This design comes from an exercise in tuning for small area, a short achievable clock period and few clock cycles per item on the open sky130 flow, not from production work.
RTL that was checked went through simulation tests only; none was proved equivalent to the original.
Power and IR drop assume default switching activity.

== v52 ==
==> flow/design.v (excerpt) <==
module softmax_normalizer
#(
    parameter int unsigned N             = 32,
    parameter int unsigned IN_BIT_WIDTH  = 16,
    parameter int unsigned SUM_BIT_WIDTH = 32,
    parameter int unsigned RECIP_W       = 32,
    parameter int unsigned OUT_BIT_WIDTH = 16
) (
    input  logic                        i_clk,
    input  logic                        i_rst_n,
    input  logic                        i_vec_valid,
    output logic                        o_vec_ready,
    input  logic [IN_BIT_WIDTH*N-1:0]   i_data,
    input  logic                        i_sum_valid,
    input  logic [SUM_BIT_WIDTH-1:0]    i_sum,
    output logic                        o_valid,
    input  logic                        i_ready,
    output logic [OUT_BIT_WIDTH-1:0]    o_prob,
    output logic [$clog2(N)-1:0]        o_idx,
    output logic                        o_last,
    output logic                        o_busy,
    output logic                        o_recip_sat
);
Size: roughly 2900 cells after synthesis, roughly 790 flip-flops, about 580 I/O pins, roughly 38000 um2 of cells after synthesis.
==> flow/config.mk <==
export PLATFORM = sky130hd
export DESIGN_NAME = softmax_normalizer
export DESIGN_NICKNAME = softmax_normalizer
export VERILOG_FILES = /design/flow/design.v
export SDC_FILE = /design/flow/constraint.sdc
export NUM_CORES = 4
export LEC_CHECK = 0
export ABC_CLOCK_PERIOD_IN_PS = 4500
export CAP_MARGIN = 20
export CELL_PAD_IN_SITES_DETAIL_PLACEMENT = 1
export CORE_MARGIN = 2
export CORE_UTILIZATION = 40
export CTS_BUF_LIST = sky130_fd_sc_hd__clkbuf_16
export CTS_CLUSTER_DIAMETER = 80
export CTS_CLUSTER_SIZE = 20
export PLACE_DENSITY = 0.45
export SLEW_MARGIN = 20
==> flow/constraint.sdc <==
create_clock -name core_clock -period 11.0 [get_ports {i_clk}]
set_input_delay 2.2000 -clock core_clock [delete_from_list [all_inputs] [get_ports {i_clk}]]
set_output_delay 2.2000 -clock core_clock [all_outputs]
set_load 0.01 [all_outputs]
standard.sh (not shown) runs the stock make flow with config.mk's settings and CLKGATE_MAP_FILE= SYNTH_SCRIPT=/design/flow/synth_recipe.tcl, a recipe that flattens the netlist after the stock synthesis.
==> flow/flow/run.sh <==
#!/bin/bash
# The standard layout (the standard.sh, standard synthesis unchanged), with
#  - every input and output port buffered by the smallest buffer (buf_1)
#    instead of the tool's default pick; the resizer still upsizes any port
#    buffer that needs more drive;
#  - repair_timing asked for a setup margin of 7.5 ns, so that it keeps
#    sizing and buffering paths until they are 7.5 ns inside the 11 ns clock.
# The SDC (clock period, I/O delays, loads) is the standard flow's, unchanged.
set -euo pipefail
export BUFFER_PORTS_ARGS="-buffer_cell sky130_fd_sc_hd__buf_1"
export SETUP_SLACK_MARGIN=7.5
bash standard.sh > make.log 2>&1
Testbench counts of v52, summed over its fixed seeds: cycles 12,456, vectors 384.
[inputs] v49 vs v52
==> flow/flow/run.sh <==
#!/bin/bash
# The standard layout (the standard.sh, standard synthesis unchanged),
# with every input and output port buffered by the smallest buffer (buf_1)
# instead of the tool's default pick; the resizer still upsizes any port
# buffer that needs more drive.
set -euo pipefail
export BUFFER_PORTS_ARGS="-buffer_cell sky130_fd_sc_hd__buf_1"
bash standard.sh > make.log 2>&1
diff --git a/flow/config.mk b/flow/config.mk
--- a/flow/config.mk
+++ b/flow/config.mk
@@ -8 +8 @@
-export ABC_CLOCK_PERIOD_IN_PS = 4500
+export ABC_CLOCK_PERIOD_IN_PS = 3000
@@ -16,0 +17 @@
+export SETUP_SLACK_MARGIN = 5
==> run summary <==
- v49 finished end to end and its layout was clean on timing, DRC and antenna.
- v52 → v49: proportion of power drawn by the clock network higher, cell area went down.
- On delay of the slowest cell on the worst path, the lower figure sits with v52, not v49.
- Time the worst path needs with I/O delays and setup in v49 is 0.30 ns higher than in v52
- Taking v52 as the reference, in v49 largest clock skew in the final design -0.012 ns; smallest setup slack after layout -0.30 ns.
- Wire length per cell for v49: 1.8% down relative to v52
- In the tables for v52 and v49, data arrival at the endpoint of the critical path reads higher with v49.
The following lists how v15 was set up differently from v49:
==> flow/flow/run.sh <==
#!/bin/bash
# The standard layout (the standard.sh, standard synthesis unchanged), with
#  - every input and output port buffered by the smallest buffer (buf_1)
#    instead of the tool's default pick; the resizer still upsizes any port
#    buffer that needs more drive;
#  - repair_timing asked for a setup margin of 7.5 ns, so that it keeps
#    sizing and buffering paths until they are 7.5 ns inside the 11 ns clock.
# The SDC (clock period, I/O delays, loads) is the standard flow's, unchanged.
set -euo pipefail
export BUFFER_PORTS_ARGS="-buffer_cell sky130_fd_sc_hd__buf_1"
export SETUP_SLACK_MARGIN=7.5
bash standard.sh > make.log 2>&1
diff --git a/flow/config.mk b/flow/config.mk
--- a/flow/config.mk
+++ b/flow/config.mk
@@ -10 +9,0 @@
-export CELL_PAD_IN_SITES_DETAIL_PLACEMENT = 1
@@ -16,2 +15 @@
-export PLACE_DENSITY = 0.45
-export SETUP_SLACK_MARGIN = 5
+export PLACE_DENSITY = 0.55
Notes after the runs:
Wire length after detailed routing: v15 vs v49 down about 9%
Diff v49 -> v15 | area added between synthesis and finish | increase of 0.30 points
Summary — number of buffers created by CTS, v15 relative to v49: lower, by about 6%.
v15 vs. v49: areal power density over the cells went down 6.0 nW/um2; data arrival time of the worst path went down 3.06 ns; global-route usage over all layers went down 2.8 points; count of nets after finishing went up 18.
Cmp v15 and v49 / minimum setup slack in the final design / lower: v49
Compared with v49, v15 shows a higher share of total power in combinational logic.
On via count, v15 does worse than v49.
v15: global-route met2 utilization lower than v49
--- input diff v15..v1 ---
diff --git a/flow/config.mk b/flow/config.mk
--- a/flow/config.mk
+++ b/flow/config.mk
@@ -9,0 +10 @@
+export CELL_PAD_IN_SITES_DETAIL_PLACEMENT = 1
@@ -15 +16 @@
-export PLACE_DENSITY = 0.55
+export PLACE_DENSITY = 0.45
==> comparison <==
- v1 against v15: global-route usage picked up an extra 3.0 points; total power divided by cell area picked up an extra 1.3%.
- v1 and v15 ended up with roughly the same multi-input logic portion of the cell area.

* * *

softmax_normalizer, a different RTL version from the one above (not shown whole).
For scale: about 2,900 cells after synthesis, ~810 flip-flops.
Settings: LEC_CHECK=0, ABC_CLOCK_PERIOD_IN_PS=3000, CAP_MARGIN=20, CELL_PAD_IN_SITES_DETAIL_PLACEMENT=1, CORE_MARGIN=2, CORE_UTILIZATION=40, CTS_BUF_LIST=sky130_fd_sc_hd__clkbuf_16, CTS_CLUSTER_DIAMETER=80, CTS_CLUSTER_SIZE=20, PLACE_DENSITY=0.45, SLEW_MARGIN=20; clock period 11.0 ns.
==> flow/flow/run.sh <==
#!/bin/bash
# The standard layout (the standard.sh, standard synthesis unchanged), with
#  - every input and output port buffered by the smallest buffer (buf_1)
#    instead of the tool's default pick; the resizer still upsizes any port
#    buffer that needs more drive;
#  - repair_timing asked for a setup margin of 7.5 ns, so that it keeps
#    sizing and buffering paths until they are 7.5 ns inside the 11 ns clock.
# The SDC (clock period, I/O delays, loads) is the standard flow's, unchanged.
set -euo pipefail
export BUFFER_PORTS_ARGS="-buffer_cell sky130_fd_sc_hd__buf_1"
export SETUP_SLACK_MARGIN=7.5
bash standard.sh > make.log 2>&1
Change:
--- a/flow/flow/run.sh
+++ b/flow/flow/run.sh
@@ -6,2 +6,2 @@
-#  - repair_timing asked for a setup margin of 7.5 ns, so that it keeps
-#    sizing and buffering paths until they are 7.5 ns inside the 11 ns clock.
+#  - repair_timing asked for a setup margin of 8 ns, so that it keeps
+#    sizing and buffering paths until they are 8 ns inside the 11 ns clock.
@@ -11 +11 @@
-export SETUP_SLACK_MARGIN=7.5
+export SETUP_SLACK_MARGIN=8.0
--- a/flow/config.mk
+++ b/flow/config.mk
@@ -13,3 +12,0 @@
-export CTS_BUF_LIST = sky130_fd_sc_hd__clkbuf_16
-export CTS_CLUSTER_DIAMETER = 80
-export CTS_CLUSTER_SIZE = 20
The changed run finished with timing, DRC and antenna clean.
Wire length increases by 7.5%.
Non-clock buffer count increases by 210.
Final cell count increases by 6.2%.
Total power increases by 19%.
Critical path depth decreases by 9.
Setup slack is worse by 11 ps.
Change:
--- a/flow/flow/run.sh
+++ b/flow/flow/run.sh
@@ -6,2 +6,2 @@
-#  - repair_timing asked for a setup margin of 8 ns, so that it keeps
-#    sizing and buffering paths until they are 8 ns inside the 11 ns clock.
+#  - repair_timing asked for a setup margin of 7.5 ns, so that it keeps
+#    sizing and buffering paths until they are 7.5 ns inside the 11 ns clock.
@@ -11 +11 @@
-export SETUP_SLACK_MARGIN=8.0
+export SETUP_SLACK_MARGIN=7.5
--- a/flow/config.mk
+++ b/flow/config.mk
@@ -12,2 +12,2 @@
-export CORE_UTILIZATION = 40
-export PLACE_DENSITY = 0.45
+export CORE_UTILIZATION = 55
+export PLACE_DENSITY = 0.62
Effect: Worst setup slack is worse by 160 ps. Routed wire length decreases by 6.2%. Final area shrinks by 8.9%. Non-clock buffer count shrinks by 213. Maximum frequency is lower by 4.2%. Sequential share of layout area is higher by 4.5 points. Register-to-register slack got worse by 240 ps. Worst hold slack improved by 15 ps. Area after synthesis stays the same. Combinational power went down by about 20%.
No functional check of the RTL was part of any run of this note.

* * *

softmax_normalizer, a different RTL version from the one above (not shown whole).
Size in the first run: about 820 flip-flops, about 580 I/O pins.
==> flow/config.mk <==
export PLATFORM = sky130hd
export DESIGN_NAME = softmax_normalizer
export DESIGN_NICKNAME = softmax_normalizer
export VERILOG_FILES = /design/flow/design.v
export SDC_FILE = /design/flow/constraint.sdc
export NUM_CORES = 4
export LEC_CHECK = 0
export ABC_CLOCK_PERIOD_IN_PS = 3000
export CAP_MARGIN = 20
export CELL_PAD_IN_SITES_DETAIL_PLACEMENT = 1
export CORE_MARGIN = 2
export CORE_UTILIZATION = 40
export CTS_BUF_LIST = sky130_fd_sc_hd__clkbuf_16
export CTS_CLUSTER_DIAMETER = 80
export CTS_CLUSTER_SIZE = 20
export PLACE_DENSITY = 0.45
export SETUP_SLACK_MARGIN = 5
export SLEW_MARGIN = 20
==> flow/constraint.sdc <==
create_clock -name core_clock -period 11.0 [get_ports {i_clk}]
set_input_delay 2.2000 -clock core_clock [delete_from_list [all_inputs] [get_ports {i_clk}]]
set_output_delay 2.2000 -clock core_clock [all_outputs]
set_load 0.01 [all_outputs]
==> flow/flow/run.sh <==
#!/bin/bash
# The standard layout (the standard.sh, standard synthesis unchanged),
# with every input and output port buffered by the smallest buffer (buf_1)
# instead of the tool's default pick; the resizer still upsizes any port
# buffer that needs more drive.
set -euo pipefail
export BUFFER_PORTS_ARGS="-buffer_cell sky130_fd_sc_hd__buf_1"
bash standard.sh > make.log 2>&1
The starting point completed without violations.
Testbench counts at the start, summed over its fixed seeds: cycles 12,456, vectors 384.
Rerun with:
==> flow/flow/run.sh (replaced) <==
#!/bin/bash
# The standard layout (the standard.sh, standard synthesis unchanged), with
#  - every input and output port buffered by the smallest buffer (buf_1)
#    instead of the tool's default pick; the resizer still upsizes any port
#    buffer that needs more drive;
#  - repair_timing asked for a setup margin of 7.5 ns, so that it keeps
#    sizing and buffering paths until they are 7.5 ns inside the 11 ns clock.
# The SDC (clock period, I/O delays, loads) is the standard flow's, unchanged.
set -euo pipefail
export BUFFER_PORTS_ARGS="-buffer_cell sky130_fd_sc_hd__buf_1"
export SETUP_SLACK_MARGIN=7.5
bash standard.sh > make.log 2>&1
Settings changed: SETUP_SLACK_MARGIN 5 to not set.
After rerunning: The changed run ran to the end with no violations; setup slack improved by 0.24 ns; total power came out higher by 0.73%; routed wire length is about the same.

[separate check: timing with driven ports]
How much do the figures lean on ideal ports? The routed layouts below were timed once more, with nothing changed but the port constraints.
Step 1 (the two cells are an assumption about what drives the block):
set clk [get_ports {i_clk}]
set_driving_cell -lib_cell sky130_fd_sc_hd__clkbuf_16 $clk
set_driving_cell -lib_cell sky130_fd_sc_hd__buf_2 [delete_from_list [all_inputs] $clk]
Step 2 times the ports against the registers' clock, not the clock port: input delays grow and output delays shrink by t, the midpoint of the rising clock arrivals with the driver on.
Slacks: ideal ports / drivers / drivers and shift; pairs: ideal ports / drivers.
run	t, ns	slack for setup (ns)	latest minus earliest clock arrival (ns)	slew at the worst register clock pin (ns)	cell pins on the clock port's net
v52	0.728	7.528 / 7.458 / 7.391	0.062 / 0.063	0.09 / 0.09	1
v49	0.734	7.229 / 7.229 / 7.229	0.049 / 0.049	0.09 / 0.09	1
v15	0.715	7.568 / 7.498 / 7.409	0.068 / 0.069	0.09 / 0.09	1
v1	0.728	7.528 / 7.458 / 7.391	0.062 / 0.063	0.09 / 0.09	1
the first run of note 2	0.744	7.450 / 7.395 / 7.131	0.068 / 0.068	0.09 / 0.09	1
the second run of note 2	0.746	7.439 / 7.366 / 7.244	0.045 / 0.044	0.06 / 0.06	1
the third run of note 2	0.730	7.283 / 7.283 / 7.167	0.055 / 0.055	0.07 / 0.07	1
the first run of note 3	0.726	7.242 / 7.225 / 7.095	0.047 / 0.047	0.09 / 0.09	1
the second run of note 3	0.728	7.478 / 7.410 / 7.060	0.039 / 0.039	0.09 / 0.09	1
After both steps setup and hold are still met in every run listed. The setup slack of the second run of note 3, which loses most, moves by -0.068 ns with the drivers and by -0.418 ns with both steps.
